This is an optimization exercise on Yosys and OpenROAD, whose aim is small area and a short achievable clock period, not a production implementation. Where RTL was checked, it was by simulation tests only, not by an equivalence proof against the original. Function not checked in runs 1 and 2: the RTL went through the layout flow alone. Power figures rest on the tool's default switching activity, not on a simulated workload.

File: design/flow/config.mk
export PLATFORM = sky130hd
export DESIGN_NAME = tag_wb_buffer
export DESIGN_NICKNAME = tag_wb_buffer
export VERILOG_FILES = /design/flow/design.v
export SDC_FILE = /design/flow/constraint.sdc
export NUM_CORES = 4
export LEC_CHECK = 0
export CAP_MARGIN = 20
export CORE_MARGIN = 2
export CORE_UTILIZATION = 60
export CTS_CLUSTER_DIAMETER = 60
export CTS_CLUSTER_SIZE = 20
export SETUP_SLACK_MARGIN = 2.5
export SLEW_MARGIN = 20
export SYNTH_HIERARCHICAL = 1
export SYNTH_MINIMUM_KEEP_SIZE = 0
File: design/flow/constraint.sdc
create_clock -name core_clock -period 5.5 [get_ports {clk}]
set_input_delay 1.1000 -clock core_clock [delete_from_list [all_inputs] [get_ports {clk}]]
set_output_delay 1.1000 -clock core_clock [all_outputs]
set_load 0.01 [all_outputs]
File: design/flow/design.v
module tag_wb_buffer #(
    parameter int AW    = 32,
    parameter int DW    = 128,
    parameter int DEPTH = 4
) (
    input  logic                     clk,
    input  logic                     rst,
    input  logic                     wb_valid,
    output logic                     wb_ready,
    input  logic [AW-1:0]            wb_addr,
    input  logic [DW-1:0]            wb_data,
    output logic                     mem_valid,
    input  logic                     mem_ready,
    output logic [AW-1:0]            mem_addr,
    output logic [DW-1:0]            mem_data,
    input  logic                     lk_valid,
    input  logic [AW-1:0]            lk_addr,
    output logic                     lk_rsp,
    output logic                     lk_hit,
    output logic [DW-1:0]            lk_data,
    output logic [$clog2(DEPTH):0]   count
);
    localparam int CW = $clog2(DEPTH) + 1;
    localparam logic [CW-1:0] FULL = CW'(DEPTH);
    logic [AW-1:0]    addr_q [DEPTH];
    logic [DW-1:0]    data_q [DEPTH];
    logic [DEPTH-1:0] v;                
    logic [DEPTH-1:0] q [DEPTH];        
    localparam int GB  = 16;            
    localparam int NMA = AW / GB;
    localparam int NMD = DW / GB;
    localparam int NLD = DW / GB;
    logic [DEPTH-1:0] ma_sel [NMA];     
    logic [DEPTH-1:0] md_sel [NMD];     
    logic [DEPTH-1:0] lk_sel [NLD];     
    logic [DEPTH-1:0] sel_d;
    logic [DEPTH-1:0] ws;               
    logic [DEPTH-1:0] co_m, lk_m;
    logic             wb_acc, retire, co_hit, alloc, wb_lk;
    logic             hdup;             
    logic             hdup_n;
    logic [DEPTH-1:0] wb_eq;
    logic [DEPTH-1:0] q1 [DEPTH+1];
    logic [DEPTH-1:0] q2 [DEPTH];
    logic [DEPTH-1:0] v_n, sel_n;
    logic [CW-1:0]    cnt_ap, cnt_co;
    logic [AW-1:0]    ma;
    logic [DW-1:0]    md, ld;
    always_comb begin
        wb_ready  = (count != FULL);
        mem_valid = (count != '0);
        wb_acc    = wb_valid && wb_ready;
        retire    = mem_valid && mem_ready;
        ws = '0;
        for (int j = DEPTH - 1; j >= 0; j--) begin
            if (!v[j]) begin
                ws    = '0;
                ws[j] = 1'b1;
            end
        end
        for (int j = 0; j < DEPTH; j++) begin
            wb_eq[j] = (addr_q[j] == wb_addr);
            co_m[j] = v[j] && !q[0][j] && wb_eq[j];
            lk_m[j] = v[j] && (addr_q[j] == lk_addr);
        end
        co_hit = wb_acc && (co_m != '0);
        alloc  = wb_acc && !co_hit;
        cnt_co = retire ? count - 1'b1 : count;
        cnt_ap = (wb_acc && !retire) ? count + 1'b1 : (!wb_acc && retire) ? count - 1'b1 : count;
        wb_lk  = wb_acc && (wb_addr == lk_addr);
        hdup_n = !retire && (hdup || (alloc && (wb_eq & v & q[0]) != '0));
        for (int k = 0; k < DEPTH; k++) begin
            q1[k] = (wb_acc && (q[k] & co_m) != '0) ? ws : q[k];
            if (count == CW'(k)) q1[k] = ws;
        end
        q1[DEPTH] = ws;
        for (int k = 0; k < DEPTH; k++) q2[k] = retire ? q1[k+1] : q1[k];
        v_n = v;
        if (co_hit) v_n = v_n & ~co_m;
        if (retire) v_n = v_n & ~q[0];
        if (wb_acc) v_n = v_n | ws;
        if (wb_lk) sel_n = ws;
        else       sel_n = lk_m & (hdup ? ~q[0] : {DEPTH{1'b1}});
        if (!lk_valid) sel_n = '0;
        sel_d = rst ? '0 : sel_n;
        ma = '0;
        md = '0;
        ld = '0;
        for (int j = 0; j < DEPTH; j++) begin
            for (int b = 0; b < AW; b++) ma[b] = ma[b] | (addr_q[j][b] & ma_sel[b / GB][j]);
            for (int b = 0; b < DW; b++) begin
                md[b] = md[b] | (data_q[j][b] & md_sel[b / GB][j]);
                ld[b] = ld[b] | (data_q[j][b] & lk_sel[b / GB][j]);
            end
        end
        mem_addr = ma;
        mem_data = md;
        lk_data  = ld;
    end
    always_ff @(posedge clk) begin
        if (rst) begin
            v      <= '0;
            hdup   <= 1'b0;
            count  <= '0;
            lk_rsp <= 1'b0;
            lk_hit <= 1'b0;
        end else begin
            v <= v_n;
            hdup <= hdup_n;
            count <= co_hit ? cnt_co : cnt_ap;
            lk_rsp <= lk_valid;
            lk_hit <= lk_valid && (wb_lk || lk_m != '0);
        end
    end
    always_ff @(posedge clk) begin
        for (int k = 0; k < DEPTH; k++) q[k] <= q2[k];
    end
    for (genvar g = 0; g < NMA; g++) begin : g_ma
        tag_wb_buffer_sel #(.W(DEPTH)) u_sel (.clk(clk), .d(q2[0]), .q(ma_sel[g]));
    end
    for (genvar g = 0; g < NMD; g++) begin : g_md
        tag_wb_buffer_sel #(.W(DEPTH)) u_sel (.clk(clk), .d(q2[0]), .q(md_sel[g]));
    end
    for (genvar g = 0; g < NLD; g++) begin : g_lk
        tag_wb_buffer_sel #(.W(DEPTH)) u_sel (.clk(clk), .d(sel_d), .q(lk_sel[g]));
    end
    always_ff @(posedge clk) begin
        for (int j = 0; j < DEPTH; j++) begin
            if (ws[j]) begin
                addr_q[j] <= wb_addr;
                data_q[j] <= wb_data;
            end
        end
    end
endmodule
module tag_wb_buffer_sel #(
    parameter int W = 4
) (
    input  logic         clk,
    input  logic [W-1:0] d,
    output logic [W-1:0] q
);
    always_ff @(posedge clk) q <= d;
endmodule
File: design/flow/flow/run.sh
#!/bin/bash
# Standard ORFS layout, except that the port buffers are buf_1 cells rather than the
# resizer's default pick (clkdlybuf4s50_1), which is larger and slower.
set -euo pipefail
bash standard.sh "BUFFER_PORTS_ARGS=-buffer_cell sky130_fd_sc_hd__buf_1" finish > make.log 2>&1
File: design/flow/standard.sh
#!/bin/bash
# synth_recipe.tcl (not shown) runs the flow's synth.tcl, then flattens the netlist and writes it again
# the make line also repeats each setting of config.mk as NAME=value (left out here)
make -C /OpenROAD-flow-scripts/flow DESIGN_CONFIG=/design/flow/config.mk WORK_HOME=/design/flow/orfs CLKGATE_MAP_FILE= SYNTH_SCRIPT=/design/flow/synth_recipe.tcl "${@:-finish}"
==> results of run 1 <==
state kept, by name, indices dropped and copies added, names as in the netlist:
signal / cells
v: 4
data_q: 512
count: 3
lk_rsp: 1
g_md.u_sel.q: 32
addr_q: 128
hdup: 1
lk_hit: 1
g_lk.u_sel.q: 32
q: 16
g_ma.u_sel.q: 8
report_power, final:
part | leakage (µW) | internal [µW] | switching, µW
Sequential | 0.00684 | 6870 | 1360
Clock | 0.000783 | 1910 | 1880
Combinational | 0.00477 | 1400 | 2280
critical path: cells and delay by family:
kind	cells	cell delay [ps]
simple gates	5	1270
buf+inv	4	640
xor+xnor	1	350
compound gates	2	330
routing by layer:
| metal | vias up | wire length [µm] | global-route usage |
|---|---|---|---|
| met1 | 11400 | 38700 | 0.489 |
| met2 | 1311 | 47800 | 0.571 |
| met3 | 204 | 10400 | 0.0760 |
| met5 | - | 92 | 0 |
| met4 | 14 | 3120 | 0.104 |
| li1 | 9910 | - | - |
what timing repair did:
item                                    4_1_cts  5_1_grt
gates cloned                                  3        1
resized for setup                           171       64
setup buffers                                15       10
endpoints found under the setup margin      381       91
pin swaps                                    22       24
layout make-up:
| type | instances | area [µm²] |
|---|---|---|
| Clock buffer | 73 | 1430 |
| Sequential cell | 738 | 21300 |
| Inverter | 13 | 61.3 |
| Tap cell | 688 | 861 |
| Timing Repair Buffer | 534 | 2420 |
| Multi-Input combinational cell | 1418 | 10200 |
| Fill cell | 3716 | 16000 |
| Antenna cell | 6 | 15.0 |
| Clock inverter | 15 | 173 |
worst min-delay path by stage:
stage / start / endpoint / slack (ps) / depth (start not counted)
global route: q[3][2] / q[3][2] / 520 / 2
global placement: q[3][2] / q[3][2] / 480 / 2
finish: q[3][2] / q[3][2] / 500 / 2
floorplan: q[3][2] / q[3][2] / 450 / 2
CTS: q[3][2] / q[3][2] / 490 / 2
detailed placement: q[3][2] / q[3][2] / 470 / 2
cells in the mapped netlist, drive strengths merged (16+ instances only):
| master | count | area, µm² |
|---|---|---|
| a22oi | 576 | 4320 |
| buf | 34 | 204 |
| clkbuf | 184 | 694 |
| dfxtp | 98 | 1960 |
| edfxtp | 640 | 19200 |
| nand2 | 318 | 1190 |
| nand3 | 18 | 90.1 |
| nand4 | 52 | 325 |
| nor3 | 16 | 90.1 |
| nor4 | 32 | 206 |
| xnor2 | 201 | 1780 |
| xor2 | 90 | 788 |
logic make-up (layout without fill, tap and decap cells):
| family | after synthesis | after routing |
|---|---|---|
| muxes | 6 | 6 |
| DFF | 738 | 738 |
| xor gates and xnor gates | 291 | 291 |
| buffers and inverters | 231 | 635 |
| and+or+nand+nor | 481 | 481 |
| AOI/OAI and AO/OA | 631 | 634 |
| adders and majority gates | 6 | 6 |
| other | 0 | 6 |
stage by stage:
| stage | power, µW | hold WS, ps | cell area [µm²] |
|---|---|---|---|
| after global routing | 16300 | 515 | 36400 |
| after CTS | 15500 | 485 | 36000 |
| final | 15700 | 505 | 36400 |
| after global placement | 11600 | 482 | 33800 |
| after detailed placement | 11600 | 474 | 33800 |
| after floorplan | 9910 | 446 | 31800 |
==> results.ini, run 1 <==
[status]
status = finished clean

[cts]
htree_num_levels = 2
holdBufCountCts = 0
tritoncts = done
numCtsBuffers = 48
numClockSinks = 738
clk_path_buf_depth = 3
clk_pin_slew_worst_paths_ps = 90
cts_root_buf = clkbuf_16
clkLatencyLatePin_ps = 620

[run]
maxCapViolations = 0

[placed_design]
gp_congestion = 1.04
dp.cells = 3362
portBuffers = 491
dpl_worst_slack_ps = 1080
hpwlAfterDp_mm = 67.2

[sta]
worst_pin_slew_ps = 1180
finalSetupTns_ps = 0
rsz0062_at_grt = true
setup-violations-final = 0
min_period_ps = 3130
hold_viol_final = 0
period_share = 0.570
skew_ps = 16.0
slew_viol_final = 0
slew_headroom = 0.214
worst_slack_ps = 2370
clock.fmax_ghz = 0.319

[routing]
drt_iter0_drc = 2540
dr.pass1.iters = 6
antenna_left = 0
drc_errors = 0
vias_per_cell = 6.54
routed_wirelength_mm = 100
vias = 22800
wl_per_cell_um = 28.7

[grt]
grt_overflow = 0
grtUsageTotal = 0.355
grt_pass1_vias = 21700
grt_pass1_wl_mm = 142
grt_antenna_before_repair = 12
grt_max_degree = 165

[floorplan]
dieHeight_um = 234
dieWidth_um = 234
core_area_um2 = 52400
io_pins = 492
rows = 84
dieArea_um2 = 54800
start_util = 0.606

[final_layout]
final_cell_mix = edfxtp_1 (640), a22oi_1 (576), buf_1 (444), nand2_1 (315), xnor2_1 (179)
fin_cells = 3485
nets = 2956
final_util = 0.694
layout_commonest_cell = edfxtp_1
area_growth_pct = 14.6
drive_gt1_frac = 0.116

[logic_synthesis]
syn_avg_cell_area_um2 = 13.3
async_reset_ff_frac = 0
synth_top_family_by_area = compound AO/OA/AOI/OAI gates
synth-simple-area-share = 0.0693
synth_area_um2 = 31800
synth_compound_gate_area_share = 0.149
synth_adder_area_share = 0.00236
yosysSeqAreaShare = 0.667
synthXorXnorAreaFrac = 0.0810
synth_mux_area_frac = 0.00201
syn_nets = 2587
yosys_warnings = 21
synth-edff-count = 640
ys_ff_latch = 738
synthCells = 2384
synthFlopType = edfxtp_1
synthDistinctLibCells = 66

[setup_path]
start_kind = input pin
cp_data_arrival_time_ps = 3690
r2r.worst_path.cells = 10
required_ps = 6060
reg2reg_setup_slack_ps = 2500
critical_path.endpoint_type = flop
endpoint = g_md[5].u_sel.q[2]
path_max_fanout = 9
regToRegEndpoint = g_md[5].u_sel.q[2]
criticalPathCategory = in -> reg
reg2reg_from = addr_q[1][18]
path_cells = buf_2, xnor2_1, nand4_1, nor4_2, buf_4, nand4_1, o2111ai_4, a22o_4, buf_6, and4bb_2, nor3_4, buf_6
max_stage_delay_ps = 360
slowest_stage = nor4_2
startpoint = wb_addr[19]

[hold_path]
hold_path_class = reg -> reg

[pwr]
p_leak_uw = 0.0124
power_density_nw_per_um2 = 431
peakVddDrop_v = 0.000340

==> run 2: changes to the inputs <==
--- a/design/flow/config.mk
+++ b/design/flow/config.mk
@@ -11,5 +11,5 @@
 export CTS_CLUSTER_DIAMETER = 60
 export CTS_CLUSTER_SIZE = 20
-export SETUP_SLACK_MARGIN = 2.5
+export SETUP_SLACK_MARGIN = 2.7
 export SLEW_MARGIN = 20
 export SYNTH_HIERARCHICAL = 1
==> results.ini, run 2 <==
[floorplan]
core_area_um2 = 52400
dieWidth_um = 234
dieArea_um2 = 54800
io_pins = 492
rows = 84
start_util = 0.606
dieHeight_um = 234

[sta]
min_period_ps = 3140
slew_viol_final = 0
period_share = 0.571
hold_viol_final = 0
clock.fmax_ghz = 0.319
skew_ps = 15.1
worst_pin_slew_ps = 1150
finalSetupTns_ps = 0
slew_headroom = 0.232
setup-violations-final = 0
rsz0062_at_grt = true

[cts]
htree_num_levels = 2
clk_pin_slew_worst_paths_ps = 80
numCtsBuffers = 48
clk_path_buf_depth = 3
cts_root_buf = clkbuf_16
numClockSinks = 738
holdBufCountCts = 0
tritoncts = done
clkLatencyLatePin_ps = 620

[final_layout]
layout_commonest_cell = edfxtp_1
final_util = 0.708
nets = 2975
area_growth_pct = 16.9
reg_top3 = data_q x512, addr_q x128
fill_cells = 3621
drive_gt1_frac = 0.140
final_cell_mix = edfxtp_1 (640), a22oi_1 (576), buf_1 (428), nand2_1 (310), xnor2_1 (165)
design_area_um2 = 37100
largest_register_ffs = 512
fin_cells = 3503
top_register = data_q

[logic_synthesis]
synthCells = 2384
synth_area_um2 = 31800
syn_nets = 2587
ys_top_cells_by_count = edfxtp_1 (640), a22oi_1 (576), nand2_1 (318)
synth.top_cells.by_area = edfxtp_1 (61%), a22oi_1 (14%), dfxtp_1 (6.2%), xnor2_1 (5.5%), nand2_1 (3.8%)
synth_most_common_cell = edfxtp_1
synthDistinctLibCells = 66
synth.largest_area_cell = edfxtp_1
async_reset_ff_frac = 0
syn_avg_cell_area_um2 = 13.3
yosysSeqAreaShare = 0.667
synth-edff-count = 640
yosys_warnings = 21
ys_ff_latch = 738
synthFlopType = edfxtp_1
synth_top_area_frac = 0.605

[setup_path]
reg2reg_setup_slack_ps = 2450
required_ps = 6060
cp_data_arrival_time_ps = 3700
reg2reg_from = addr_q[1][18]
criticalPathCategory = in -> reg
path_max_fanout = 5
start_kind = input pin
regToRegEndpoint = g_md[4].u_sel.q[1]
startpoint = wb_addr[26]
endpoint = g_md[4].u_sel.q[1]
r2r.worst_path.cells = 10
critical_path.endpoint_type = flop

[status]
status = finished clean

[grt]
grt_pass1_wl_mm = 143
grt_overflow = 0
grt_antenna_before_repair = 11
grtUsageTotal = 0.357
grt_pass1_vias = 21800
grt_max_degree = 165

[routing]
met3_length_mm = 10.6
antenna_left = 0
wl_per_cell_um = 28.8
routed_wirelength_mm = 101
drt_iter0_drc = 2487
met2_length_mm = 48.2
wl_met1_mm = 38.6
top_layer = met5
vias = 23000
dr.pass1.iters = 9
vias_per_cell = 6.56
drc_errors = 0

[pwr]
intPower_uw = 10300
p_clk_frac = 0.240
p_seq_frac = 0.522
p_sw_frac = 0.351
pwr-share-comb = 0.238
power_density_nw_per_um2 = 426
switchingPower_uw = 5560
peakVddDrop_v = 0.000359
p_leak_uw = 0.0127

[placed_design]
gp_congestion = 1.04
placed_cell_area_um2 = 33800
portBuffers = 491
dp.cells = 3362
hpwlAfterDp_mm = 67.2

[run]
maxCapViolations = 0

[hold_path]
hold_path_class = reg -> reg

==> run 2: cell types whose count changed in the layout (fill, tap and decap cells not counted), sizes merged <==
cell and change:
clkinvlp +1, inv -1, clkbuf -5, diode -1, buf +24
==> run 2: cells by family (layout without fill, tap and decap cells) <==
family                     Yosys count  count (layout)  share of synthesized area
xor gates and xnor gates           291             291                     0.0810
DFF                                738             738                      0.667
AOI/OAI and AO/OA                  631             634                      0.149
and+or+nand+nor                    481             481                     0.0693
muxes                                6               6                    0.00201
other                                0               5                          0
buffers and inverters              231             654                     0.0298
adders and majority gates            6               6                    0.00236
==> run 2: worst min-delay path by stage <==
stage / depth (start not counted) / endpoint / startpoint / slack (ps)
6_report: 2 / q[3][2] / q[3][2] / 520
5_1_grt: 2 / q[3][2] / q[3][2] / 550
4_1_cts: 2 / q[3][2] / q[3][2] / 490
3_5_place_dp: 2 / q[3][2] / q[3][2] / 470
3_3_place_gp: 2 / q[3][2] / q[3][2] / 480
2_1_floorplan: 2 / q[3][2] / q[3][2] / 450
==> run 2: area by class of cell <==
type                            count  area (µm²)  area share
Antenna cell                        5        12.5    0.000337
Sequential cell                   738       21400       0.577
Tap cell                          688         861      0.0232
Multi-Input combinational cell   1418       10500       0.282
Clock inverter                     15         173     0.00465
Timing Repair Buffer              553        2700      0.0726
Clock buffer                       73        1430      0.0386
Inverter                           13        65.1     0.00175
==> run 2: timing repair <==
item | 4_1_cts | 5_1_grt
pin swaps | 45 | 33
setup endpoints to repair | 385 | 251
setup buffers | 24 | 20
gates cloned | 4 | 0
gates resized for setup | 272 | 122
==> run 2: routing by layer <==
metal / track usage / vias to the layer above
li1: - / 9947
met1: 0.491 / 11500
met2: 0.571 / 1328
met3: 0.0790 / 232
met4: 0.110 / 14
met5: 0 / -
==> run 2: critical path: stages <==
cell and delay (ps):
buf_12 110, buf_8 120, xor2_1 160, nor4_1 320
nand4_1 170, buf_6 170, or4_4 500, o2111ai_4 130
a22o_4 170, and4bb_2 260, nor3_4 230, buf_6 150
buf_16 100
==> run 2: stage by stage <==
step	setup slack (ps)	hold slack [ps]	power [µW]
2_1_floorplan	64.3	446	9910
3_3_place_gp	1180	482	11600
3_5_place_dp	1080	474	11600
4_1_cts	2520	485	15700
5_1_grt	2340	546	16400
6_report	2360	522	15800
==> run 2: power groups by stage <==
| stage | registers (µW) | clock network (µW) | logic (µW) |
|---|---|---|---|
| global route | 8310 | 4030 | 4060 |
| CTS | 8200 | 3820 | 3630 |
| floorplan | 7250 | 0 | 2650 |
| global placement | 8240 | 0 | 3310 |
| finish | 8260 | 3800 | 3760 |
| detailed placement | 8250 | 0 | 3350 |
==> run 3: changes to the inputs <==
--- a/design/flow/design.v
+++ b/design/flow/design.v
@@ -70,8 +70,7 @@
         wb_lk  = wb_acc && (wb_addr == lk_addr);
         hdup_n = !retire && (hdup || (alloc && (wb_eq & v & q[0]) != '0));
-        for (int k = 0; k < DEPTH; k++) begin
-            q1[k] = (wb_acc && (q[k] & co_m) != '0) ? ws : q[k];
-            if (count == CW'(k)) q1[k] = ws;
-        end
+        q1[0] = (count == '0) ? ws : q[0];
+        for (int k = 1; k < DEPTH; k++)
+            q1[k] = (count == CW'(k) || (wb_acc && (q[k] & wb_eq) != '0)) ? ws : q[k];
         q1[DEPTH] = ws;
         for (int k = 0; k < DEPTH; k++) q2[k] = retire ? q1[k+1] : q1[k];
--- a/design/flow/config.mk
+++ b/design/flow/config.mk
@@ -11,5 +11,5 @@
 export CTS_CLUSTER_DIAMETER = 60
 export CTS_CLUSTER_SIZE = 20
-export SETUP_SLACK_MARGIN = 2.7
+export SETUP_SLACK_MARGIN = 2.5
 export SLEW_MARGIN = 20
 export SYNTH_HIERARCHICAL = 1
==> results.ini, run 3 <==
[status]
status = finished clean

[floorplan]
dieHeight_um = 234
dieArea_um2 = 54900
core_area_um2 = 52400
dieWidth_um = 234
io_pins = 492
start_util = 0.606
rows = 84

[hold_path]
hold_depth = 2
min_from = q[3][0]
min_to = q[3][0]
hold_path_class = reg -> reg

[cts]
numCtsBuffers = 49
cts_root_buf = clkbuf_16
holdBufCountCts = 0
tritoncts = done
htree_num_levels = 2
clkLatencyLatePin_ps = 640
clk_pin_slew_worst_paths_ps = 80
numClockSinks = 738
clk_path_buf_depth = 3

[sta]
setup-violations-final = 0
slew_headroom = 0.309
hold_viol_final = 0
worst_pin_slew_ps = 1030
min_period_ps = 3030
period_share = 0.551
skew_ps = 36.2
fin_hold_ws_ps = 535
worst_slack_ps = 2470
rsz0062_at_grt = true
clock.fmax_ghz = 0.330
slew_viol_final = 0

[setup_path]
reg2reg_from = v[0]
cp_data_arrival_time_ps = 3270
critical_path.endpoint_type = flop
path_max_fanout = 51
regToRegEndpoint = data_q[1][25]
required_ps = 5740
r2r.worst_path.cells = 3
criticalPathCategory = reg -> reg
reg2reg_setup_slack_ps = 2470
start_kind = flop

[routing]
antenna_left = 0
routed_wirelength_mm = 99.8
drt_iter0_drc = 2667
dr.pass1.iters = 8
vias = 22600
vias_per_cell = 6.57
wl_per_cell_um = 29.0
drc_errors = 0

[grt]
grt_overflow = 0
grt_antenna_before_repair = 14
busiest_layer = met2
grtUsageMet2 = 0.547
grtUsageTotal = 0.354
met3_usage = 0.0862
grt_pass1_vias = 21600
grt_max_degree = 136
grt_pass1_wl_mm = 142
grt.met1_usage = 0.492

[final_layout]
nets = 2910
final_cell_mix = edfxtp_1 (640), a22oi_1 (576), buf_1 (438), nand2_1 (312), xnor2_1 (240)
drive_gt1_frac = 0.104
top_register = data_q
layout_commonest_cell = edfxtp_1
reg_top3 = data_q x512, addr_q x128
largest_register_ffs = 512
final_util = 0.685
area_growth_pct = 13.0

[logic_synthesis]
async_reset_ff_frac = 0
synth_area_um2 = 31800
synth.top_cells.by_area = edfxtp_1 (60%), a22oi_1 (14%), xnor2_1 (6.7%), dfxtp_1 (6.2%), nand2_1 (3.7%)
syn_nets = 2554
ys_ff_latch = 738
synth_most_common_cell = edfxtp_1
synth_top_area_frac = 0.604
yosys_warnings = 21
synth.largest_area_cell = edfxtp_1
yosysSeqAreaShare = 0.666
ys_top_cells_by_count = edfxtp_1 (640), a22oi_1 (576), nand2_1 (313)
synth-edff-count = 640
synthDistinctLibCells = 50
syn_avg_cell_area_um2 = 13.5
synthCells = 2351
synthFlopType = edfxtp_1

[pwr]
power_density_nw_per_um2 = 436
peakVddDrop_v = 0.000334
p_leak_uw = 0.0122

[placed_design]
portBuffers = 491
hpwlAfterDp_mm = 66.2
dpl_worst_slack_ps = 1170
gp_congestion = 1.07

[run]
maxCapViolations = 0

==> run 3: metal layers <==
layer / share of wire / wire, µm
met1: 0.38 / 38100
met2: 0.46 / 46200
met3: 0.11 / 11400
met4: 0.040 / 3970
met5: 0.00089 / 89
==> run 3: worst max-delay path by stage <==
stage / start / to / cells after the start
after floorplan: v[0] / g_ma[0].u_sel.q[1] / 5
after global placement: wb_addr[28] / g_md[4].u_sel.q[2] / 9
after detailed placement: wb_addr[12] / g_lk[7].u_sel.q[1] / 9
after CTS: g_ma[0].u_sel.q[2] / mem_addr[5] / 3
after global routing: v[0] / data_q[1][88] / 3
final: v[0] / data_q[1][25] / 3
==> run 3: worst max-delay path: stages, from the launching register on <==
cell and delay, ps:
dfxtp_2 600, clkinvlp_4 620, nor2_4 640, buf_4 730
==> run 3: area by class of cell <==
class	instances	area [µm²]
sequential	738	21300
fill	3731	16500
multi-input combinational	1391	9870
timing repair buffer	518	2200
clock buffer	73	1460
tap	688	861
clock inverter	19	191
inverter	8	33.8
antenna	9	22.5
timing repair inverter	1	5.00
==> run 3: metrics by stage <==
step / cell area, µm² / total power (µW) / TNS, ps / std cells
after floorplan: 31800 / 9930 / -963460 / 2351
after global placement: 33700 / 11600 / 0 / 3331
after detailed placement: 33700 / 11600 / 0 / 3331
after CTS: 35700 / 15600 / 0 / 3431
after global routing: 35900 / 16200 / 0 / 3441
final: 35900 / 15700 / 0 / 3445
==> run 3: report_power, final <==
part	leakage (µW)	switching (µW)	total, µW	internal, µW
clock	0.000810	1950	3860	1910
sequential	0.00684	1350	8220	6860
combinational	0.00450	2260	3590	1330
total	0.0122	5560	15700	10100
==> run 3: cell families (layout without fill, tap and decap cells) <==
| group | after synthesis | after routing | share of synthesized area |
|---|---|---|---|
| flip-flops | 738 | 738 | 0.666 |
| AO/OA/AOI/OAI | 617 | 617 | 0.147 |
| AND/OR/NAND/NOR | 462 | 463 | 0.0681 |
| XOR/XNOR | 291 | 291 | 0.0802 |
| buffers and inverters | 223 | 619 | 0.0312 |
| multiplexers | 14 | 14 | 0.00519 |
| adder cells (fa/ha/maj) | 6 | 6 | 0.00236 |
| other | 0 | 9 | 0 |
==> run 3: repair_timing <==
| item | 4_1_cts | 5_1_grt |
|---|---|---|
| gates cloned | 2 | 0 |
| endpoints found under the setup margin | 524 | 193 |
| gates resized for setup | 117 | 42 |
| pin swaps | 6 | 5 |
| buffers inserted | 6 | 5 |
==> run 4: changes to the inputs <==
--- a/design/flow/config.mk
+++ b/design/flow/config.mk
@@ -11,5 +11,5 @@
 export CTS_CLUSTER_DIAMETER = 60
 export CTS_CLUSTER_SIZE = 20
-export SETUP_SLACK_MARGIN = 2.5
+export SETUP_SLACK_MARGIN = 2.9
 export SLEW_MARGIN = 20
 export SYNTH_HIERARCHICAL = 1
==> results.ini, run 4 <==
[status]
status = finished clean

[sta]
setup-violations-final = 0
period_share = 0.565
skew_ps = 50.1
slew_viol_final = 0
rsz0062_at_grt = true
hold_viol_final = 0
worst_pin_slew_ps = 1070
finalSetupTns_ps = 0
slew_headroom = 0.285
min_period_ps = 3110
clock.fmax_ghz = 0.322

[logic_synthesis]
synth_area_um2 = 31800
synthCells = 2351
ys_top_cells_by_count = edfxtp_1 (640), a22oi_1 (576), nand2_1 (313)
syn_avg_cell_area_um2 = 13.5
ys_ff_latch = 738
synth_top_area_frac = 0.604
synth.top_cells.by_area = edfxtp_1 (60%), a22oi_1 (14%), xnor2_1 (6.7%), dfxtp_1 (6.2%), nand2_1 (3.7%)
async_reset_ff_frac = 0
synthDistinctLibCells = 50
yosys_warnings = 21
synth-edff-count = 640
syn_nets = 2554
synth_most_common_cell = edfxtp_1
synthFlopType = edfxtp_1
synth.largest_area_cell = edfxtp_1
yosysSeqAreaShare = 0.666

[final_layout]
fin_cells = 3748
nets = 3208
layout_commonest_cell = edfxtp_1
largest_register_ffs = 512
area_growth_pct = 40.4
design_area_um2 = 44600
reg_top3 = data_q x512, addr_q x128
drive_gt1_frac = 0.493
final_cell_mix = edfxtp_1 (640), a22oi_2 (524), nand2_1 (279), buf_6 (199), xnor2_1 (195)
top_register = data_q

[setup_path]
endpoint = g_md[4].u_sel.q[3]
regToRegEndpoint = g_md[4].u_sel.q[3]
r2r.worst_path.cells = 6
cpLargestDelayFamily = simple AND/OR/NAND/NOR gates
max_stage_delay_ps = 730
cp_data_arrival_time_ps = 3670
slowest_stage = buf_4
path_cells = nand2_1, nor3b_4, buf_4, o22ai_1, a21oi_4, buf_12
critical_path.endpoint_type = flop
startpoint = v[1]
required_ps = 6070
criticalPathCategory = reg -> reg
path_max_fanout = 48
start_kind = flop
critPathBufInv = 2
reg2reg_setup_slack_ps = 2390
reg2reg_from = v[1]
path_depth = 6

[cts]
numCtsBuffers = 49
tritoncts = done
clk_pin_slew_worst_paths_ps = 90
holdBufCountCts = 0
clk_path_buf_depth = 3
clkLatencyLatePin_ps = 670
htree_num_levels = 2
cts_root_buf = clkbuf_16
numClockSinks = 738

[grt]
grt_pass1_wl_mm = 159
grt_pass1_vias = 24200
grt_overflow = 0
grt_antenna_before_repair = 18
grt_max_degree = 136
grtUsageTotal = 0.400

[floorplan]
start_util = 0.606
dieWidth_um = 234
rows = 84
io_pins = 492
dieArea_um2 = 54900
core_area_um2 = 52400
dieHeight_um = 234

[routing]
antenna_left = 0
vias = 26300
drc_errors = 0
dr.pass1.iters = 7
wl_per_cell_um = 33.9
drt_iter0_drc = 3380
vias_per_cell = 7.02
routed_wirelength_mm = 127

[placed_design]
gp_congestion = 1.07
hpwlAfterDp_mm = 66.2
portBuffers = 491
dp.cells = 3331
placed_cell_area_um2 = 33700

[pwr]
power_density_nw_per_um2 = 433
peakVddDrop_v = 0.000357
p_leak_uw = 0.0159

[run]
maxCapViolations = 0

[hold_path]
hold_path_class = reg -> reg

[run 4: power breakdown]
group          internal, µW  switching (µW)
registers              6920             929
logic                  3450            4040
clock network          1910            2090
[run 4: metal layers]
layer	share of wire	wire, µm	track usage
met1	0.34	42800	0.526
met2	0.45	57700	0.628
met3	0.14	17400	0.105
met4	0.071	9070	0.181
met5	0.00091	115	0
[run 4: final cells by class]
type                       instances  area [µm²]
timing repair buffer             815        7340
timing repair inverter             1        5.00
fill                            2402        7800
sequential                       738       21500
inverter                           8        38.8
clock inverter                    19         191
antenna                           14        35.0
tap                              688         861
multi-input combinational       1392       13200
clock buffer                      73        1460
[run 4: cells by family (layout without fill, tap and decap cells)]
logic type | count (synthesis) | after routing | share of synthesized area
DFF | 738 | 738 | 0.666
other | 0 | 14 | 0
muxes | 14 | 14 | 0.00519
xor gates and xnor gates | 291 | 291 | 0.0802
AOI/OAI and AO/OA | 617 | 617 | 0.147
buffers and inverters | 223 | 916 | 0.0312
and+or+nand+nor | 462 | 464 | 0.0681
adders and majority gates | 6 | 6 | 0.00236
[run 4: metrics by stage]
step,setup slack [ps],util,hold slack (ps),total power [µW]
detailed placement,1170,0.644,518,11600
CTS,2710,0.779,534,17600
finish,2390,0.851,566,19300
floorplan,-5740,-,473,9930
global placement,1300,0.644,518,11600
global route,2450,0.851,580,19700
[run 4: worst min-delay path by stage]
stage                     startpoint  cells after the start  slack [ps]       to
after CTS                    q[3][0]                      2         530  q[3][0]
after detailed placement     q[3][2]                      1         520  q[3][2]
after global routing         q[3][1]                      1         580  q[3][1]
after global placement       q[3][0]                      2         520  q[3][0]
after floorplan              q[3][1]                      1         470  q[3][1]
final                        q[3][2]                      1         570  q[3][2]
[run 4: timing repair]
item                       in CTS  in global routing
cloned                          3                  1
buffers inserted              197                110
pin swaps                     268                351
gates resized for setup       945                774
setup endpoints to repair     547                574
==> run 5: changes to the inputs <==
--- a/design/flow/config.mk
+++ b/design/flow/config.mk
@@ -15,2 +15,3 @@
 export SYNTH_HIERARCHICAL = 1
 export SYNTH_MINIMUM_KEEP_SIZE = 0
+export TNS_END_PERCENT = 0
==> results.ini, run 5 <==
[routing]
wl_per_cell_um = 28.4
vias_per_cell = 6.56
antenna_left = 0
routed_wirelength_mm = 99.0
vias = 22800
drc_errors = 0
drt_iter0_drc = 2638
dr.pass1.iters = 6

[grt]
met3_usage = 0.0849
grt.met1_usage = 0.480
grt_max_degree = 134
busiest_layer = met2
grt_pass1_wl_mm = 140
grt_overflow = 0
grt_pass1_vias = 21600
grt_antenna_before_repair = 18
grtUsageMet2 = 0.540
grtUsageTotal = 0.349

[logic_synthesis]
yosysSeqAreaShare = 0.666
synth-edff-count = 640
synthCells = 2351
ys_top_cells_by_count = edfxtp_1 (640), a22oi_1 (576), nand2_1 (313)
syn_avg_cell_area_um2 = 13.5
synth.top_cells.by_area = edfxtp_1 (60%), a22oi_1 (14%), xnor2_1 (6.7%), dfxtp_1 (6.2%), nand2_1 (3.7%)
syn_nets = 2554
async_reset_ff_frac = 0
yosys_warnings = 21
synth_area_um2 = 31800
synthFlopType = edfxtp_1
synthDistinctLibCells = 50
ys_ff_latch = 738
synth_top_area_frac = 0.604
synth.largest_area_cell = edfxtp_1
synth_most_common_cell = edfxtp_1

[sta]
clock.fmax_ghz = 0.352
finalSetupTns_ps = 0
slew_headroom = 0.170
slew_viol_final = 0
rsz0062_at_grt = true
skew_ps = 32.7
period_share = 0.517
min_period_ps = 2840
setup-violations-final = 0
hold_viol_final = 0
fin_hold_ws_ps = 544
worst_pin_slew_ps = 1240
worst_slack_ps = 2660

[final_layout]
nets = 2941
final_cell_mix = edfxtp_1 (640), a22oi_1 (574), buf_1 (429), nand2_1 (312), xnor2_1 (218)
reg_top3 = data_q x512, addr_q x128
largest_register_ffs = 512
drive_gt1_frac = 0.128
fin_cells = 3481
ff_latch_area_um2 = 21400
top_register = data_q
fill_cells = 3732
layout_commonest_cell = edfxtp_1
multiInputGateArea_um2 = 10100
final_util = 0.699
area_growth_pct = 15.2

[floorplan]
dieArea_um2 = 54900
start_util = 0.606
rows = 84
dieHeight_um = 234
dieWidth_um = 234
io_pins = 492
core_area_um2 = 52400

[placed_design]
portBuffers = 491
dp.cells = 3329
gp_congestion = 0.982
dpl_worst_slack_ps = 1080
hpwlAfterDp_mm = 65.1

[setup_path]
cp_data_arrival_time_ps = 3390
criticalPathCategory = in -> reg
start_kind = input pin
critical_path.endpoint_type = flop
path_max_fanout = 5
required_ps = 6050

[cts]
clk_pin_slew_worst_paths_ps = 70
numCtsBuffers = 50
holdBufCountCts = 0
clk_path_buf_depth = 3
numClockSinks = 738
clkLatencyLatePin_ps = 640
htree_num_levels = 2
cts_root_buf = clkbuf_16
tritoncts = done

[run]
maxCapViolations = 0

[pwr]
p_leak_uw = 0.0125
peakVddDrop_v = 0.000303
power_density_nw_per_um2 = 431

[hold_path]
hold_path_class = reg -> reg

[status]
status = finished clean

[run 5: layout make-up]
cell class / count / share of cell area
Sequential cell: 738 / 0.585
Timing Repair inverter: 1 / 0.000137
Inverter: 8 / 0.000922
Multi-Input combinational cell: 1390 / 0.275
Timing Repair Buffer: 549 / 0.0703
Clock buffer: 72 / 0.0376
Tap cell: 688 / 0.0235
Antenna cell: 13 / 0.000888
Clock inverter: 22 / 0.00601
[run 5: metrics by stage]
stage / power [µW] / area [µm²]
after floorplan: 9930 / 31800
after global placement: 11600 / 33700
after detailed placement: 11600 / 33700
after CTS: 15700 / 36500
after global routing: 16300 / 36600
final: 15800 / 36600
[run 5: critical path, cell delays in order]
cell	delay (ps)
buf_1	280
xor2_1	170
nor4_1	470
nand4_1	180
nor4_2	480
nand2_1	110
mux2_4	300
nor2_4	150
buf_12	160
[run 5: cells by family (layout without fill, tap and decap cells)]
kind of cell	count (synthesis)	after routing	synth area share
simple gates	462	462	0.0681
fa+ha+maj	6	6	0.00236
buf+inv	223	652	0.0312
mux	14	14	0.00519
flops	738	738	0.666
other cells	0	13	0
compound gates	617	617	0.147
xor+xnor	291	291	0.0802
[run 5: per-layer routing]
layer	part of all wire	vias to the layer above	wire length, µm
li1	-	9847	-
met1	0.37	11400	37000
met2	0.47	1377	46800
met3	0.11	239	11100
met4	0.041	14	4040
met5	0.00086	-	85
[run 5: timing repair]
| action | in CTS | in global routing |
|---|---|---|
| setup endpoints to repair | 547 | 425 |
| pin swaps | 22 | 9 |
| cloned | 1 | 0 |
| gates resized for setup | 263 | 22 |
| buffers inserted | 41 | 3 |
[run 5: power by group]
group / internal, µW / switching [µW]
clock: 1820 / 1970
combinational: 1470 / 2400
sequential: 6910 / 1210
[run 5: final timing paths]
check	start	to	slack (ps)	cells after the start
worst max-delay path	lk_addr[18]	g_lk[2].u_sel.q[0]	2660	9
worst min register to register	q[3][1]	q[3][1]	540	1
worst max register to register	count[0]	g_lk[2].u_sel.q[0]	2710	12
worst min-delay path	q[3][1]	q[3][1]	540	1
==> run 6: changes to the inputs <==
--- a/design/flow/config.mk
+++ b/design/flow/config.mk
@@ -11,7 +11,6 @@
 export CTS_CLUSTER_DIAMETER = 60
 export CTS_CLUSTER_SIZE = 20
-export SETUP_SLACK_MARGIN = 2.9
+export SETUP_SLACK_MARGIN = 3.1
 export SLEW_MARGIN = 20
 export SYNTH_HIERARCHICAL = 1
 export SYNTH_MINIMUM_KEEP_SIZE = 0
-export TNS_END_PERCENT = 0
==> results.ini, run 6 <==
[sta]
period_share = 0.573
setup-violations-final = 0
min_period_ps = 3150
finalSetupTns_ps = 0
slew_headroom = 0.287
worst_pin_slew_ps = 1060
clock.fmax_ghz = 0.317
skew_ps = 40.3
rsz0062_at_grt = true
slew_viol_final = 0
hold_viol_final = 0

[setup_path]
crit_top_cell = buf_12
critical_path.endpoint_type = flop
cp_data_arrival_time_ps = 3660
criticalPathCategory = in -> reg
start_kind = input pin
max_stage_delay_ps = 390
critPathBufInv = 3
slowest_stage = a41oi_2
required_ps = 6010
path_cells = buf_12, buf_12, xnor2_2, nand4_1, nor4_4, buf_6, nand3_1, a41oi_2, a21oi_4, mux2_4, o221a_1
path_max_fanout = 7
cpLargestDelayFamily = simple AND/OR/NAND/NOR gates

[final_layout]
reg_top3 = data_q x512, addr_q x128
nets = 3212
drive_gt1_frac = 0.499
final_cell_mix = edfxtp_1 (640), a22oi_2 (514), nand2_1 (283), buf_6 (204), xnor2_1 (168)
top_register = data_q
multiInputGateArea_um2 = 13500
design_area_um2 = 45000
fill_cells = 2371
ff_latch_area_um2 = 21500
layout_commonest_cell = edfxtp_1
largest_register_ffs = 512
area_growth_pct = 41.5
final_util = 0.858

[pwr]
peakVddDrop_v = 0.000357
power_density_nw_per_um2 = 430
p_leak_uw = 0.0161
power_uw = 19300

[grt]
grt_max_degree = 136
grt_antenna_before_repair = 13
grtUsageTotal = 0.402
grt_pass1_wl_mm = 159
grt_pass1_vias = 24100
grt_overflow = 0

[floorplan]
start_util = 0.606
dieArea_um2 = 54900
dieHeight_um = 234
core_area_um2 = 52400
io_pins = 492
rows = 84
dieWidth_um = 234

[cts]
numCtsBuffers = 49
htree_num_levels = 2
numClockSinks = 738
tritoncts = done
clk_path_buf_depth = 3
cts_root_buf = clkbuf_16
clkLatencyLatePin_ps = 650
clk_pin_slew_worst_paths_ps = 90

[logic_synthesis]
synth_top_area_frac = 0.604
synth.largest_area_cell = edfxtp_1
syn_nets = 2554
synth_area_um2 = 31800
yosysSeqAreaShare = 0.666
async_reset_ff_frac = 0
syn_avg_cell_area_um2 = 13.5
ys_ff_latch = 738
synthFlopType = edfxtp_1
synthCells = 2351
yosys_warnings = 21
synthDistinctLibCells = 50
ys_top_cells_by_count = edfxtp_1 (640), a22oi_1 (576), nand2_1 (313)
synth_most_common_cell = edfxtp_1
synth.top_cells.by_area = edfxtp_1 (60%), a22oi_1 (14%), xnor2_1 (6.7%), dfxtp_1 (6.2%), nand2_1 (3.7%)
synth-edff-count = 640

[placed_design]
placed_cell_area_um2 = 33700
portBuffers = 491
hpwlAfterDp_mm = 66.2
gp_congestion = 1.07

[routing]
routed_wirelength_mm = 126
drc_errors = 0
dr.pass1.iters = 8
vias = 26200
drt_iter0_drc = 3764
vias_per_cell = 7.00
wl_per_cell_um = 33.5
antenna_left = 0

[run]
maxCapViolations = 0

[hold_path]
hold_path_class = reg -> reg

[status]
status = finished clean

run 6: cell counts after synthesis:
No cell type changed its count.
run 6: kinds of logic (layout without fill, tap and decap cells):
| family | after synthesis | count (layout) | synth area share |
|---|---|---|---|
| other cells | 0 | 11 | 0 |
| simple gates | 462 | 464 | 0.0681 |
| mux | 14 | 14 | 0.00519 |
| flops | 738 | 738 | 0.666 |
| compound gates | 617 | 618 | 0.147 |
| fa+ha+maj | 6 | 6 | 0.00236 |
| xor+xnor | 291 | 291 | 0.0802 |
| buf+inv | 223 | 919 | 0.0312 |
run 6: area by class of cell:
cell class / instances / area share
sequential: 738 / 0.477
multi-input combinational: 1393 / 0.301
timing repair buffer: 818 / 0.165
clock buffer: 73 / 0.0325
tap: 688 / 0.0191
clock inverter: 19 / 0.00425
inverter: 8 / 0.000862
antenna: 11 / 0.000612
timing repair inverter: 1 / 0.000111
run 6: path summary, 6_finish.rpt:
check,from,to,slack [ps],cells past startpoint
max,wb_addr[16],q[1][0],2350,11
min,q[3][2],q[3][2],570,1
max reg2reg,addr_q[2][0],q[1][0],2430,8
min reg2reg,q[3][2],q[3][2],570,1
run 6: where the power goes:
part,internal [µW],switching (µW)
combinational,3510,4040
clock,1910,2060
sequential,6920,904
run 6: metal layers:
| layer | routed length, µm | track usage |
|---|---|---|
| met1 | 42600 | 0.524 |
| met2 | 57100 | 0.631 |
| met3 | 16900 | 0.112 |
| met4 | 8980 | 0.181 |
| met5 | 75 | 0 |
run 6: repair_timing:
item,in CTS,in global routing
gates cloned,4,2
hold buffers,0,0
setup endpoints to repair,635,517
pin swaps,273,327
gates resized for setup,985,773
buffers inserted,205,104
run 6: metrics by stage:
step                      setup WS (ps)  hold slack [ps]  instances
after floorplan                   -5740              473       2351
after global placement             1300              518       3331
after detailed placement           1170              518       3331
after CTS                          2710              534       3632
after global routing               2380              581       3743
final                              2350              569       3749
==> run 7: changes to the inputs <==
--- a/design/flow/config.mk
+++ b/design/flow/config.mk
@@ -11,6 +11,7 @@
 export CTS_CLUSTER_DIAMETER = 60
 export CTS_CLUSTER_SIZE = 20
-export SETUP_SLACK_MARGIN = 3.1
+export SETUP_SLACK_MARGIN = 2.7
 export SLEW_MARGIN = 20
 export SYNTH_HIERARCHICAL = 1
 export SYNTH_MINIMUM_KEEP_SIZE = 0
+export TNS_END_PERCENT = 0
==> results.ini, run 7 <==
[status]
status = finished clean

[logic_synthesis]
synth_top_area_frac = 0.604
synth-edff-count = 640
ys_top_cells_by_count = edfxtp_1 (640), a22oi_1 (576), nand2_1 (313)
synth_area_um2 = 31800
yosys_warnings = 21
syn_avg_cell_area_um2 = 13.5
yosysSeqAreaShare = 0.666
ys_ff_latch = 738
syn_nets = 2554
synthDistinctLibCells = 50
async_reset_ff_frac = 0
synth_most_common_cell = edfxtp_1
synthFlopType = edfxtp_1
synth.largest_area_cell = edfxtp_1
synth.top_cells.by_area = edfxtp_1 (60%), a22oi_1 (14%), xnor2_1 (6.7%), dfxtp_1 (6.2%), nand2_1 (3.7%)
synthCells = 2351

[cts]
numCtsBuffers = 50
cts_root_buf = clkbuf_16
clk_pin_slew_worst_paths_ps = 70
holdBufCountCts = 0
clkLatencyLatePin_ps = 630
numClockSinks = 738
htree_num_levels = 2
clk_path_buf_depth = 3
tritoncts = done

[sta]
clock.fmax_ghz = 0.341
setup-violations-final = 0
hold_viol_final = 0
slew_viol_final = 0
slew_headroom = 0.199
worst_pin_slew_ps = 1200
skew_ps = 24.2
period_share = 0.534
min_period_ps = 2940
finalSetupTns_ps = 0
rsz0062_at_grt = true
worst_slack_ps = 2560

[pwr]
peakVddDrop_v = 0.000301
switchingPower_uw = 5530
power_density_nw_per_um2 = 431
p_sw_frac = 0.356
intPower_uw = 10000
p_seq_frac = 0.527
p_leak_uw = 0.0122
p_clk_frac = 0.243
pwr-share-comb = 0.231

[routing]
dr.pass1.iters = 6
antenna_left = 0
routed_wirelength_mm = 98.3
vias = 22600
drt_iter0_drc = 2487
vias_per_cell = 6.52
drc_errors = 0
wl_per_cell_um = 28.4

[grt]
grt.met1_usage = 0.475
grt_antenna_before_repair = 16
grt_max_degree = 134
grt_pass1_wl_mm = 139
grtUsageMet2 = 0.534
met3_usage = 0.0878
grtUsageTotal = 0.347
grt_overflow = 0
busiest_layer = met2
grt_pass1_vias = 21500

[final_layout]
reg_top3 = data_q x512, addr_q x128
final_cell_mix = edfxtp_1 (640), a22oi_1 (576), buf_1 (439), nand2_1 (312), xnor2_1 (238)
layout_commonest_cell = edfxtp_1
fin_cells = 3461
top_register = data_q
design_area_um2 = 36000
largest_register_ffs = 512
drive_gt1_frac = 0.108
nets = 2920
area_growth_pct = 13.3

[setup_path]
cp_data_arrival_time_ps = 3480
critical_path.endpoint_type = flop
required_ps = 6050
path_max_fanout = 5
path_cells = buf_12, xor2_4, nor4_4, nand4_1, nor4_2, nand4_1, nor4_4, buf_6, mux2_4, nor2_4, buf_12
start_kind = input pin
slowest_stage = nor4_4
max_stage_delay_ps = 330
criticalPathCategory = in -> reg

[placed_design]
hpwlAfterDp_mm = 65.1
dp.cells = 3329
placed_cell_area_um2 = 33700
gp_congestion = 0.982
portBuffers = 491
dpl_worst_slack_ps = 1080

[floorplan]
io_pins = 492
rows = 84
dieHeight_um = 234
core_area_um2 = 52400
start_util = 0.606
dieArea_um2 = 54900
dieWidth_um = 234

[hold_path]
hold_path_class = reg -> reg

[run]
maxCapViolations = 0

==> run 7: area by class of cell <==
cell class | count | area (µm²)
flip-flops and latches | 738 | 21300
multi-input cells | 1390 | 9900
well taps | 688 | 861
clock buffers | 72 | 1380
diodes | 14 | 35.0
inverters | 8 | 33.8
fillers | 3784 | 16400
repair inverters | 1 | 5.00
repair buffers | 528 | 2300
clock inverters | 22 | 220
==> run 7: logic make-up (layout without fill, tap and decap cells) <==
| logic type | after synthesis | count (layout) | share of synthesized area |
|---|---|---|---|
| XOR/XNOR | 291 | 291 | 0.0802 |
| AND/OR/NAND/NOR | 462 | 462 | 0.0681 |
| AO/OA/AOI/OAI | 617 | 617 | 0.147 |
| multiplexers | 14 | 14 | 0.00519 |
| adder cells (fa/ha/maj) | 6 | 6 | 0.00236 |
| flip-flops | 738 | 738 | 0.666 |
| other | 0 | 14 | 0 |
| buffers and inverters | 223 | 631 | 0.0312 |
==> run 7: worst paths after layout <==
| kind | start | endpoint | slack (ps) | depth (start not counted) |
|---|---|---|---|---|
| max | lk_addr[16] | g_lk[2].u_sel.q[0] | 2560 | 11 |
| min | q[3][3] | q[3][3] | 550 | 1 |
| max reg2reg | count[0] | g_lk[2].u_sel.q[0] | 2630 | 12 |
| min reg2reg | q[3][3] | q[3][3] | 550 | 1 |
==> run 7: worst max-delay path: cells and delay by family <==
kind	cells	cell delay (ps)
and+or+nand+nor	6	1470
xor gates and xnor gates	1	180
muxes	1	310
buffers and inverters	3	420
==> run 7: stage by stage <==
stage | hold WS (ps) | utilization | total power (µW)
after detailed placement | 518 | 0.643 | 11600
final | 551 | 0.687 | 15500
after CTS | 536 | 0.682 | 15500
after floorplan | 473 | - | 9930
after global routing | 564 | 0.687 | 16100
after global placement | 509 | 0.643 | 11600
==> run 7: repair_timing <==
action                                  in CTS  in global routing
buffers inserted                            12                 11
pin swaps                                    8                 14
endpoints found under the setup margin     446                351
gates cloned                                 1                  0
gates resized for setup                    162                 36
==> run 7: power by group through the flow <==
stage	logic (µW)	registers (µW)	clock network (µW)
2_1_floorplan	2650	7290	0
3_3_place_gp	3370	8200	0
3_5_place_dp	3420	8210	0
4_1_cts	3530	8130	3810
5_1_grt	3870	8240	4000
6_report	3590	8180	3770
==> run 7: layer usage <==
layer / up-vias / routed length (µm)
met5: - / 73
met4: 12 / 4080
met3: 232 / 10900
met2: 1330 / 46100
met1: 11200 / 37100
li1: 9797 / -
==> run 8: changes to the inputs <==
--- a/design/flow/config.mk
+++ b/design/flow/config.mk
@@ -15,3 +15,2 @@
 export SYNTH_HIERARCHICAL = 1
 export SYNTH_MINIMUM_KEEP_SIZE = 0
-export TNS_END_PERCENT = 0
==> results.ini, run 8 <==
[status]
status = finished clean

[floorplan]
io_pins = 492
dieHeight_um = 234
dieArea_um2 = 54900
core_area_um2 = 52400
dieWidth_um = 234
rows = 84
start_util = 0.606

[logic_synthesis]
synthDistinctLibCells = 50
ys_ff_latch = 738
synthCells = 2351
synthXorXnorAreaFrac = 0.0802
syn_nets = 2554
synth-edff-count = 640
yosys_warnings = 21
synth-simple-area-share = 0.0681
synthFlopType = edfxtp_1
syn_avg_cell_area_um2 = 13.5
synth_top_family_by_area = compound AO/OA/AOI/OAI gates
synth.top_cells.by_area = edfxtp_1 (60%), a22oi_1 (14%), xnor2_1 (6.7%), dfxtp_1 (6.2%), nand2_1 (3.7%)
synth_adder_area_share = 0.00236
async_reset_ff_frac = 0
synth_area_um2 = 31800
synth_mux_area_frac = 0.00519
synth_most_common_cell = edfxtp_1
synth_compound_gate_area_share = 0.147
yosysSeqAreaShare = 0.666
synth_top_area_frac = 0.604
ys_top_cells_by_count = edfxtp_1 (640), a22oi_1 (576), nand2_1 (313)
synth.largest_area_cell = edfxtp_1

[setup_path]
criticalPathCategory = in -> reg
reg2reg_setup_slack_ps = 2790
critical_path.endpoint_type = flop
required_ps = 6000
startpoint = wb_addr[10]
regToRegEndpoint = data_q[2][52]
path_max_fanout = 9
reg2reg_from = v[1]
r2r.worst_path.cells = 3
cp_data_arrival_time_ps = 3330
start_kind = input pin

[cts]
clk_pin_slew_worst_paths_ps = 80
numCtsBuffers = 49
clk_path_buf_depth = 3
numClockSinks = 738
clkLatencyLatePin_ps = 640
cts_root_buf = clkbuf_16
tritoncts = done
htree_num_levels = 2

[grt]
grtUsageTotal = 0.356
grt_pass1_vias = 21700
grt_antenna_before_repair = 15
grt_overflow = 0
grt_pass1_wl_mm = 143
grt_max_degree = 136

[placed_design]
dp.cells = 3331
gp_congestion = 1.07
portBuffers = 491
hpwlAfterDp_mm = 66.2

[sta]
worst_pin_slew_ps = 1140
clock.fmax_ghz = 0.353
setup-violations-final = 0
hold_viol_final = 0
period_share = 0.515
slew_headroom = 0.237
min_period_ps = 2830
skew_ps = 37.2
slew_viol_final = 0
rsz0062_at_grt = true
finalSetupTns_ps = 0

[final_layout]
layout_commonest_cell = edfxtp_1
reg_top3 = data_q x512, addr_q x128
largest_register_ffs = 512
drive_gt1_frac = 0.137
area_growth_pct = 16.0
fill_cells = 3639
fin_cells = 3473
final_cell_mix = edfxtp_1 (640), a22oi_1 (573), buf_1 (422), nand2_1 (310), xnor2_1 (212)
final_util = 0.703
top_register = data_q
nets = 2938

[hold_path]
min_to = q[3][0]
hold_path_class = reg -> reg
min_from = q[3][0]
hold_depth = 2

[pwr]
p_sw_frac = 0.353
peakVddDrop_v = 0.000334
intPower_uw = 10300
p_clk_frac = 0.242
pwr-share-comb = 0.243
power_density_nw_per_um2 = 433
switchingPower_uw = 5640
p_leak_uw = 0.0126
p_seq_frac = 0.514

[routing]
wl_per_cell_um = 29.1
vias_per_cell = 6.60
dr.pass1.iters = 6
antenna_left = 0
routed_wirelength_mm = 101
vias = 22900
drt_iter0_drc = 2975
drc_errors = 0

[run]
maxCapViolations = 0

## run 8: cell counts after synthesis
Identical to the previous run, type by type.
## run 8: power groups by stage
stage	Sequential, µW	Combinational (µW)	Clock (µW)
floorplan	7280	2650	0
global placement	8220	3360	0
detailed placement	8250	3390	0
CTS	8170	3660	3890
global route	8260	4160	4100
finish	8200	3880	3870
## run 8: logic make-up after synthesis
logic type,after synthesis
adder cells (fa/ha/maj),6
AND/OR/NAND/NOR,462
AO/OA/AOI/OAI,617
XOR/XNOR,291
buffers and inverters,223
multiplexers,14
flip-flops,738
## run 8: worst max-delay path by stage
| stage | endpoint | slack, ps | cells after the start |
|---|---|---|---|
| 2_1_floorplan | g_ma[0].u_sel.q[1] | -5740 | 5 |
| 3_3_place_gp | g_md[4].u_sel.q[2] | 1300 | 9 |
| 3_5_place_dp | g_lk[7].u_sel.q[1] | 1170 | 9 |
| 4_1_cts | g_lk[0].u_sel.q[0] | 2700 | 10 |
| 5_1_grt | g_lk[0].u_sel.q[0] | 2540 | 10 |
| 6_report | g_lk[0].u_sel.q[0] | 2670 | 10 |
## run 8: cell type report
type | count | area, µm² | share of cell area
flip-flops and latches | 738 | 21500 | 0.582
multi-input cells | 1392 | 10200 | 0.278
repair buffers | 545 | 2590 | 0.0703
clock buffers | 73 | 1460 | 0.0396
well taps | 688 | 861 | 0.0233
clock inverters | 19 | 191 | 0.00519
inverters | 8 | 37.5 | 0.00102
diodes | 9 | 22.5 | 0.000611
repair inverters | 1 | 5.00 | 0.000136
## run 8: stage by stage
step | cell area, µm² | total power (µW) | setup WS (ps) | hold WS (ps)
after floorplan | 31800 | 9930 | -5740 | 473
after global placement | 33700 | 11600 | 1300 | 518
after detailed placement | 33700 | 11600 | 1170 | 518
after CTS | 36300 | 15700 | 2700 | 534
after global routing | 36900 | 16500 | 2540 | 562
final | 36900 | 16000 | 2670 | 532
## run 8: repair_timing
item / 4_1_cts / 5_1_grt
gates cloned: 2 / 1
pin swaps: 19 / 25
hold buffers: 0 / 0
endpoints found under the setup margin: 529 / 273
setup buffers: 18 / 20
gates resized for setup: 252 / 86
hold endpoints to repair: 0 / 0
## run 8: critical path: stages
cell	delay (ps)
buf_12	120
xor2_2	180
nor4_2	350
nand4_1	260
nor4_2	250
nand4_1	170
nor4_4	180
buf_6	170
mux2_4	310
nor2_4	220
## run 8: layer usage
layer | up-vias | wire length [µm] | global-route usage | share of wire
li1 | 9821 | - | - | -
met3 | 225 | 11300 | 0.0854 | 0.11
met5 | - | 83 | 0 | 0.00082
met2 | 1442 | 47000 | 0.554 | 0.47
met1 | 11400 | 38700 | 0.496 | 0.38
met4 | 12 | 3880 | 0.123 | 0.038
==> run 9: changes to the inputs <==
--- a/design/flow/design.v
+++ b/design/flow/design.v
@@ -40,5 +40,6 @@
     logic             hdup;             
     logic             hdup_n;
-    logic [DEPTH-1:0] wb_eq;
+    logic [DEPTH-1:0] wb_eq, lk_eq;     
+    logic             wl_eq;            
     logic [DEPTH-1:0] q1 [DEPTH+1];
     logic [DEPTH-1:0] q2 [DEPTH];
@@ -60,7 +61,6 @@
         end
         for (int j = 0; j < DEPTH; j++) begin
-            wb_eq[j] = (addr_q[j] == wb_addr);
             co_m[j] = v[j] && !q[0][j] && wb_eq[j];
-            lk_m[j] = v[j] && (addr_q[j] == lk_addr);
+            lk_m[j] = v[j] && lk_eq[j];
         end
         co_hit = wb_acc && (co_m != '0);
@@ -68,5 +68,5 @@
         cnt_co = retire ? count - 1'b1 : count;
         cnt_ap = (wb_acc && !retire) ? count + 1'b1 : (!wb_acc && retire) ? count - 1'b1 : count;
-        wb_lk  = wb_acc && (wb_addr == lk_addr);
+        wb_lk  = wb_acc && wl_eq;
         hdup_n = !retire && (hdup || (alloc && (wb_eq & v & q[0]) != '0));
         q1[0] = (count == '0) ? ws : q[0];
@@ -115,4 +115,9 @@
         for (int k = 0; k < DEPTH; k++) q[k] <= q2[k];
     end
+    for (genvar j = 0; j < DEPTH; j++) begin : g_cmp
+        tag_wb_buffer_eq #(.W(AW)) u_wb (.a(addr_q[j]), .b(wb_addr), .eq(wb_eq[j]));
+        tag_wb_buffer_eq #(.W(AW)) u_lk (.a(addr_q[j]), .b(lk_addr), .eq(lk_eq[j]));
+    end
+    tag_wb_buffer_eq #(.W(AW)) u_wl (.a(wb_addr), .b(lk_addr), .eq(wl_eq));
     for (genvar g = 0; g < NMA; g++) begin : g_ma
         tag_wb_buffer_sel #(.W(DEPTH)) u_sel (.clk(clk), .d(q2[0]), .q(ma_sel[g]));
@@ -142,2 +147,11 @@
     always_ff @(posedge clk) q <= d;
 endmodule
+module tag_wb_buffer_eq #(
+    parameter int W = 32
+) (
+    input  logic [W-1:0] a,
+    input  logic [W-1:0] b,
+    output logic         eq
+);
+    assign eq = (a == b);
+endmodule
--- a/design/flow/config.mk
+++ b/design/flow/config.mk
@@ -11,5 +11,5 @@
 export CTS_CLUSTER_DIAMETER = 60
 export CTS_CLUSTER_SIZE = 20
-export SETUP_SLACK_MARGIN = 2.7
+export SETUP_SLACK_MARGIN = 2.9
 export SLEW_MARGIN = 20
 export SYNTH_HIERARCHICAL = 1
==> results.ini, run 9 <==
[pwr]
switchingPower_uw = 6860
p_leak_uw = 0.0156
p_seq_frac = 0.409
power_density_nw_per_um2 = 440
pwr-share-comb = 0.395
p_sw_frac = 0.361
intPower_uw = 12100
p_clk_frac = 0.195
power_uw = 19000
peakVddDrop_v = 0.000352

[floorplan]
dieWidth_um = 232
start_util = 0.609
rows = 83
dieArea_um2 = 54000
io_pins = 492
dieHeight_um = 232
core_area_um2 = 51400

[placed_design]
hpwlAfterDp_mm = 58.2
portBuffers = 491
gp_congestion = 0.875
dp.cells = 3331
placed_cell_area_um2 = 33600

[final_layout]
fill_cells = 2510
largest_register_ffs = 512
final_cell_mix = edfxtp_1 (640), a22oi_2 (481), nand2_1 (305), xor2_1 (282), buf_1 (155)
area_growth_pct = 37.8
final_util = 0.839
nets = 3187
fin_cells = 3712
layout_commonest_cell = edfxtp_1
reg_top3 = data_q x512, addr_q x128
drive_gt1_frac = 0.450
design_area_um2 = 43100
top_register = data_q
ff_latch_area_um2 = 21500
multiInputGateArea_um2 = 12500

[status]
status = finished clean

[cts]
numClockSinks = 738
clk_path_buf_depth = 3
htree_num_levels = 2
clkLatencyLatePin_ps = 640
clk_pin_slew_worst_paths_ps = 90
cts_root_buf = clkbuf_16
tritoncts = done
holdBufCountCts = 0
numCtsBuffers = 46

[sta]
hold_viol_final = 0
clock.fmax_ghz = 0.337
worst_pin_slew_ps = 1110
skew_ps = 43.8
slew_headroom = 0.260
slew_viol_final = 0
finalSetupTns_ps = 0
setup-violations-final = 0
period_share = 0.539
min_period_ps = 2960
rsz0062_at_grt = true

[setup_path]
slowest_stage = dfxtp_4
startpoint = g_md[4].u_sel.q[0]
path_cells = clkbuf_2, a22oi_1, nand2_1, clkbuf_2
crit_top_cell = clkbuf_2
criticalPathCategory = reg -> out
required_ps = 4400
max_stage_delay_ps = 400
cp_data_arrival_time_ps = 1860
critical_path.endpoint_type = output pin
start_kind = flop
reg2reg_from = addr_q[2][6]
path_max_fanout = 6

[grt]
grt_max_degree = 164
grt_antenna_before_repair = 15
met3_usage = 0.0825
grt_pass1_wl_mm = 143
grtUsageMet2 = 0.565
grt_pass1_vias = 23200
grt_overflow = 0
busiest_layer = met2
grt.met1_usage = 0.458
grtUsageTotal = 0.352

[logic_synthesis]
synthFlopType = edfxtp_1
ys_top_cells_by_count = edfxtp_1 (640), a22oi_1 (580), nand2_1 (317)
syn_nets = 2501
synth_top_area_frac = 0.614
synth.largest_area_cell = edfxtp_1
synth_most_common_cell = edfxtp_1
yosys_warnings = 21
synth.top_cells.by_area = edfxtp_1 (61%), a22oi_1 (14%), xor2_1 (8.1%), dfxtp_1 (6.3%), nand2_1 (3.8%)
synthDistinctLibCells = 52
synth-edff-count = 640
ys_ff_latch = 738
synth_area_um2 = 31300
synthCells = 2298
syn_avg_cell_area_um2 = 13.6
async_reset_ff_frac = 0
yosysSeqAreaShare = 0.677

[routing]
vias = 25000
dr.pass1.iters = 6
routed_wirelength_mm = 112
antenna_left = 0
drc_errors = 0
drt_iter0_drc = 3066
vias_per_cell = 6.73
wl_per_cell_um = 30.1

[hold_path]
min_from = q[3][0]
hold_path_class = reg -> reg

[run]
maxCapViolations = 0

## run 9: final cells by class
type,count,area share
clock inverters,15,0.00351
flip-flops and latches,738,0.498
diodes,10,0.000580
repair buffers,788,0.157
inverters,10,0.00125
well taps,680,0.0197
multi-input cells,1400,0.289
clock buffers,71,0.0311
## run 9: kinds of logic (layout without fill, tap and decap cells)
family,Yosys count,in the layout,synth area share
XOR/XNOR,291,291,0.0814
other,0,10,0
multiplexers,7,7,0.00236
buffers and inverters,162,884,0.0202
AND/OR/NAND/NOR,456,456,0.0644
adder cells (fa/ha/maj),7,7,0.00276
AO/OA/AOI/OAI,637,639,0.152
flip-flops,738,738,0.677
## run 9: what timing repair did
action	CTS	global route
gates cloned	4	1
setup buffers	127	153
pin swaps	179	286
setup endpoints to repair	385	466
resized for setup	682	850
## run 9: per-stage QoR
step / worst slack, ps / hold WS, ps
floorplan: -5840 / 448
global placement: 1460 / 479
detailed placement: 1340 / 489
CTS: 2810 / 515
global route: 2490 / 564
finish: 2540 / 516
## run 9: layer usage
metal | part of all wire | up-vias
li1 | - | 10300
met1 | 0.35 | 12400
met2 | 0.48 | 1807
met3 | 0.11 | 469
met4 | 0.061 | 12
met5 | 0.00095 | -
## run 9: path summary, 6_finish.rpt
check,endpoint,slack [ps],depth (start not counted)
hold / removal,q[3][0],520,2
hold reg to reg,q[3][0],520,2
setup / recovery,mem_data[70],2540,4
setup reg to reg,g_md[2].u_sel.q[0],2590,12
## run 9: critical path: cells and delay by family, from the launching register on
| kind | cells | cell delay, ps |
|---|---|---|
| AND/OR/NAND/NOR | 1 | 220 |
| flip-flops | 1 | 400 |
| buffers and inverters | 2 | 380 |
| AO/OA/AOI/OAI | 1 | 240 |
## run 9: power by group through the flow
stage | registers, µW | logic [µW] | clock network [µW]
final | 7780 | 7510 | 3710
after global routing | 7830 | 7760 | 3900
after CTS | 7890 | 5390 | 3650
after detailed placement | 8300 | 3340 | 0
after global placement | 8300 | 3290 | 0
after floorplan | 7290 | 2660 | 0

separate check: timing with driven ports:
The results above use ideal ports. As a check the final layouts listed here were re-extracted and re-timed, cells and wires unchanged.
Step 1 assumes that a clkbuf_16 drives the clock port and a buf_2 every other input.
Step 2 adds t to the input delays and takes it off the output delays; t is the mean of the earliest and latest rising clock arrival at the registers after step 1. Input paths then give back, and output paths get back, about the clock's delay inside the block.
a / b / c = no drivers / after step 1 / after step 2; a / b = the first two.
| run | shift t [ns] | setup slack, ns | worst setup path after step 2 | latest minus earliest clock arrival (ns) | worst register clock-pin slew, ns |
|---|---|---|---|---|---|
| run 1 | 0.674 | 2.366 / 2.384 / 1.710 | input to register | 0.023 / 0.024 | 0.09 / 0.09 |
| run 2 | 0.677 | 2.361 / 2.375 / 1.697 | input to register | 0.019 / 0.019 | 0.08 / 0.08 |
| run 3 | 0.686 | 2.472 / 2.465 / 1.865 | input to register | 0.036 / 0.036 | 0.09 / 0.09 |
| run 4 | 0.703 | 2.392 / 2.392 / 1.788 | input to register | 0.051 / 0.052 | 0.10 / 0.10 |
| run 5 | 0.683 | 2.656 / 2.671 / 1.988 | input to register | 0.034 / 0.034 | 0.09 / 0.09 |
| run 6 | 0.696 | 2.347 / 2.355 / 1.660 | input to register | 0.046 / 0.045 | 0.10 / 0.10 |
| run 7 | 0.680 | 2.565 / 2.521 / 1.893 | input to register | 0.028 / 0.028 | 0.08 / 0.08 |
| run 8 | 0.688 | 2.666 / 2.640 / 1.999 | input to register | 0.039 / 0.039 | 0.09 / 0.09 |
| run 9 | 0.685 | 2.536 / 2.466 / 1.865 | input to register | 0.045 / 0.046 | 0.11 / 0.11 |
After both steps setup and hold are still met in every run listed. The setup slack of run 6, which loses most, moves by +0.008 ns with the drivers and by -0.687 ns with both steps.
